This design comes from an exercise in tuning for small area, a short achievable clock period and few clock cycles per item on the open sky130 flow, not from production work.
Where RTL was checked, it was by simulation tests only, not by an equivalence proof against the original.

Design fan_speed_controller_top, start of the top module:
module fan_speed_controller_top (
    input  logic        i_clk,
    input  logic        i_rst_n,
    input  logic        psel,
    input  logic        penable,
    input  logic        pwrite,
    input  logic [4:0]  paddr,
    input  logic [31:0] pwdata,
    output logic [31:0] prdata,
    output logic        pready,
    input  logic        i_s_tvalid,
    output logic        o_s_tready,
    input  logic [23:0] i_s_tdata,
    output logic        o_m_tvalid,
    input  logic        i_m_tready,
    output logic [39:0] o_m_tdata
);
    logic signed [18:0] r_on_temp, r_off_temp, r_high_temp;
    logic [11:0]        r_min_fan, r_kick_fan, r_max_fan;
    logic [7:0]         r_up_db, r_down_db;
    logic [2:0] reg_idx;
    logic       cfg_wr;
    assign pready  = 1'b1;
    assign reg_idx = paddr[4:2];
    assign cfg_wr  = psel & penable & pwrite;
    always_ff @(posedge i_clk) begin
        if (!i_rst_n) begin
            r_on_temp   <= 19'sd65000;
            r_off_temp  <= 19'sd60000;
            r_high_temp <= 19'sd80000;
            r_min_fan   <= 12'd150;
            r_kick_fan  <= 12'd200;
            r_max_fan   <= 12'd480;
            r_up_db     <= 8'd5;
            r_down_db   <= 8'd10;
        end else if (cfg_wr) begin
            case (reg_idx)
                3'd0: r_on_temp   <= pwdata[18:0];
                3'd1: r_off_temp  <= pwdata[18:0];
                3'd2: r_high_temp <= pwdata[18:0];
                3'd3: r_min_fan   <= pwdata[11:0];
                3'd4: r_kick_fan  <= pwdata[11:0];
                3'd5: r_max_fan   <= pwdata[11:0];
                3'd6: r_up_db     <= pwdata[7:0];
                default: r_down_db <= pwdata[7:0];
            endcase
        end
    end
    logic [18:0] rd_mux;
    logic [18:0] r_rd;
    logic        r_rd_sx;
  ...
For scale: roughly 50000 µm² of cells after synthesis.
export LEC_CHECK = 0
export ABC_AREA = 1
export CAP_MARGIN = 20
export CORE_MARGIN = 2
export CORE_UTILIZATION = 40
export SETUP_SLACK_MARGIN = 4.8
export SLEW_MARGIN = 20
create_clock -name core_clock -period 10.0 [get_ports {i_clk}]
standard.sh (not shown) runs the stock make flow with config.mk's settings and CLKGATE_MAP_FILE= SYNTH_SCRIPT=/design/flow/synth_recipe.tcl, a recipe that flattens the netlist after the stock synthesis.
==> flow/flow/run.sh <==
#!/bin/bash
# Standard synthesis, then an inverter-pushing pass over the full adders of
# the mapped netlist (flow/invpush.py), then the standard layout from there,
# with plain buffers (not delay buffers) as the port buffers.
set -e
set -o pipefail
cp standard.sh standard_sh_copy.log
bash standard.sh synth > synth_run.log 2>&1
RES=$(dirname "$(find orfs/results -name 1_2_yosys.v | head -1)")
cp "$RES/1_2_yosys.v" 1_2_yosys_standard.v.log
python3 flow/invpush.py 1_2_yosys_standard.v.log 1500 > invpush_out.v 2> invpush.log
cp invpush_out.v "$RES/1_2_yosys.v"
rm -f "$RES/1_synth.odb" "$RES/1_synth.sdc"
sed 's/"\${@:-finish}"/"BUFFER_PORTS_ARGS=-buffer_cell sky130_fd_sc_hd__buf_2" "${@:-finish}"/' standard.sh > standard_ports.sh
cp standard_ports.sh standard_ports_sh_copy.log
bash standard_ports.sh finish > finish_run.log 2>&1
Other scripts of this flow, unchanged in this note and not shown: flow/flow/invpush.py
Edit:
--- a/flow/design.v
+++ b/flow/design.v
@@ -1127,44 +1127,43 @@
     end
     always_ff @(posedge i_clk) begin
         if (adv) r_ramp <= ramp_lvl;
     end
     logic        fan_on;
     logic [11:0] lvl;
     logic [18:0] o_fi;
     logic        o_tick, o_chg;
     logic        has_req, fan_nx;
     logic [11:0] req;
-    logic [13:0] dl, dl_up, dl_dn;
+    logic [12:0] rise, fall;
     logic        take;
     always_comb begin
         has_req = 1'b0;
         fan_nx  = fan_on;
         req     = r_ramp;
         if (!fan_on && gt_on10) begin
             has_req = 1'b1;
             fan_nx  = 1'b1;
             req     = r_kick_fan;
         end else if (fan_on && lt_off10) begin
             has_req = 1'b1;
             fan_nx  = 1'b0;
             req     = 12'd0;
         end else if (fan_on) begin
             has_req = 1'b1;
         end
     end
-    assign dl    = {2'b0, req} - {2'b0, lvl};
-    assign dl_up = dl - {6'd0, r_up_db};
-    assign dl_dn = dl + {6'd0, r_down_db};
-    assign take  = has_req &&
-                   ((!dl[13] && dl != 14'd0 && !dl_up[13]) ||
-                    (dl[13] && (dl_dn[13] || dl_dn == 14'd0)));
+    assign rise = {1'b0, req} - {1'b0, lvl};
+    assign fall = {1'b0, lvl} - {1'b0, req};
+    assign take = has_req &&
+                  ((!rise[12] && rise != 13'd0 && rise >= {5'd0, r_up_db}) ||
+                   (!fall[12] && fall != 13'd0 && fall >= {5'd0, r_down_db}));
     always_ff @(posedge i_clk) begin
         if (!i_rst_n) begin
             o_valid <= 1'b0;
             fan_on  <= 1'b0;
             lvl     <= 12'd0;
         end else if (adv) begin
             o_valid <= v10;
             if (v10 && k10) begin
                 fan_on <= fan_nx;
                 if (take) lvl <= req;
- via count is higher by 1.4%
- final area grows by 0.39%
- setup slack gets worse by 0.022 ns
- global-route usage barely changes
Testbench counts after the change, summed over its fixed seeds: cycles 13,664, items 12,800.
No functional check of the RTL was part of the first run of this note.

afterwards: timing with drivers on the ports:
The results above use ideal ports. As a check the final layouts listed here were re-extracted and re-timed, cells and wires unchanged. Step 1, drivers: a clkbuf_16 drives i_clk and a buf_2 each remaining input, both assumed. Step 2 also shifts input and output timing later by t, the mid clock arrival at the registers, as if the neighbouring blocks saw the same clock. Slacks: ideal / step 1 / step 2; pairs: ideal / step 1.
run	t (ns)	setup WS [ns]	cell pins on the clock port's net
the first run	0.702	4.921 / 4.921 / 4.921	1
the second run	0.712	4.899 / 4.899 / 4.899	1
After both steps setup and hold are still met in every run listed.
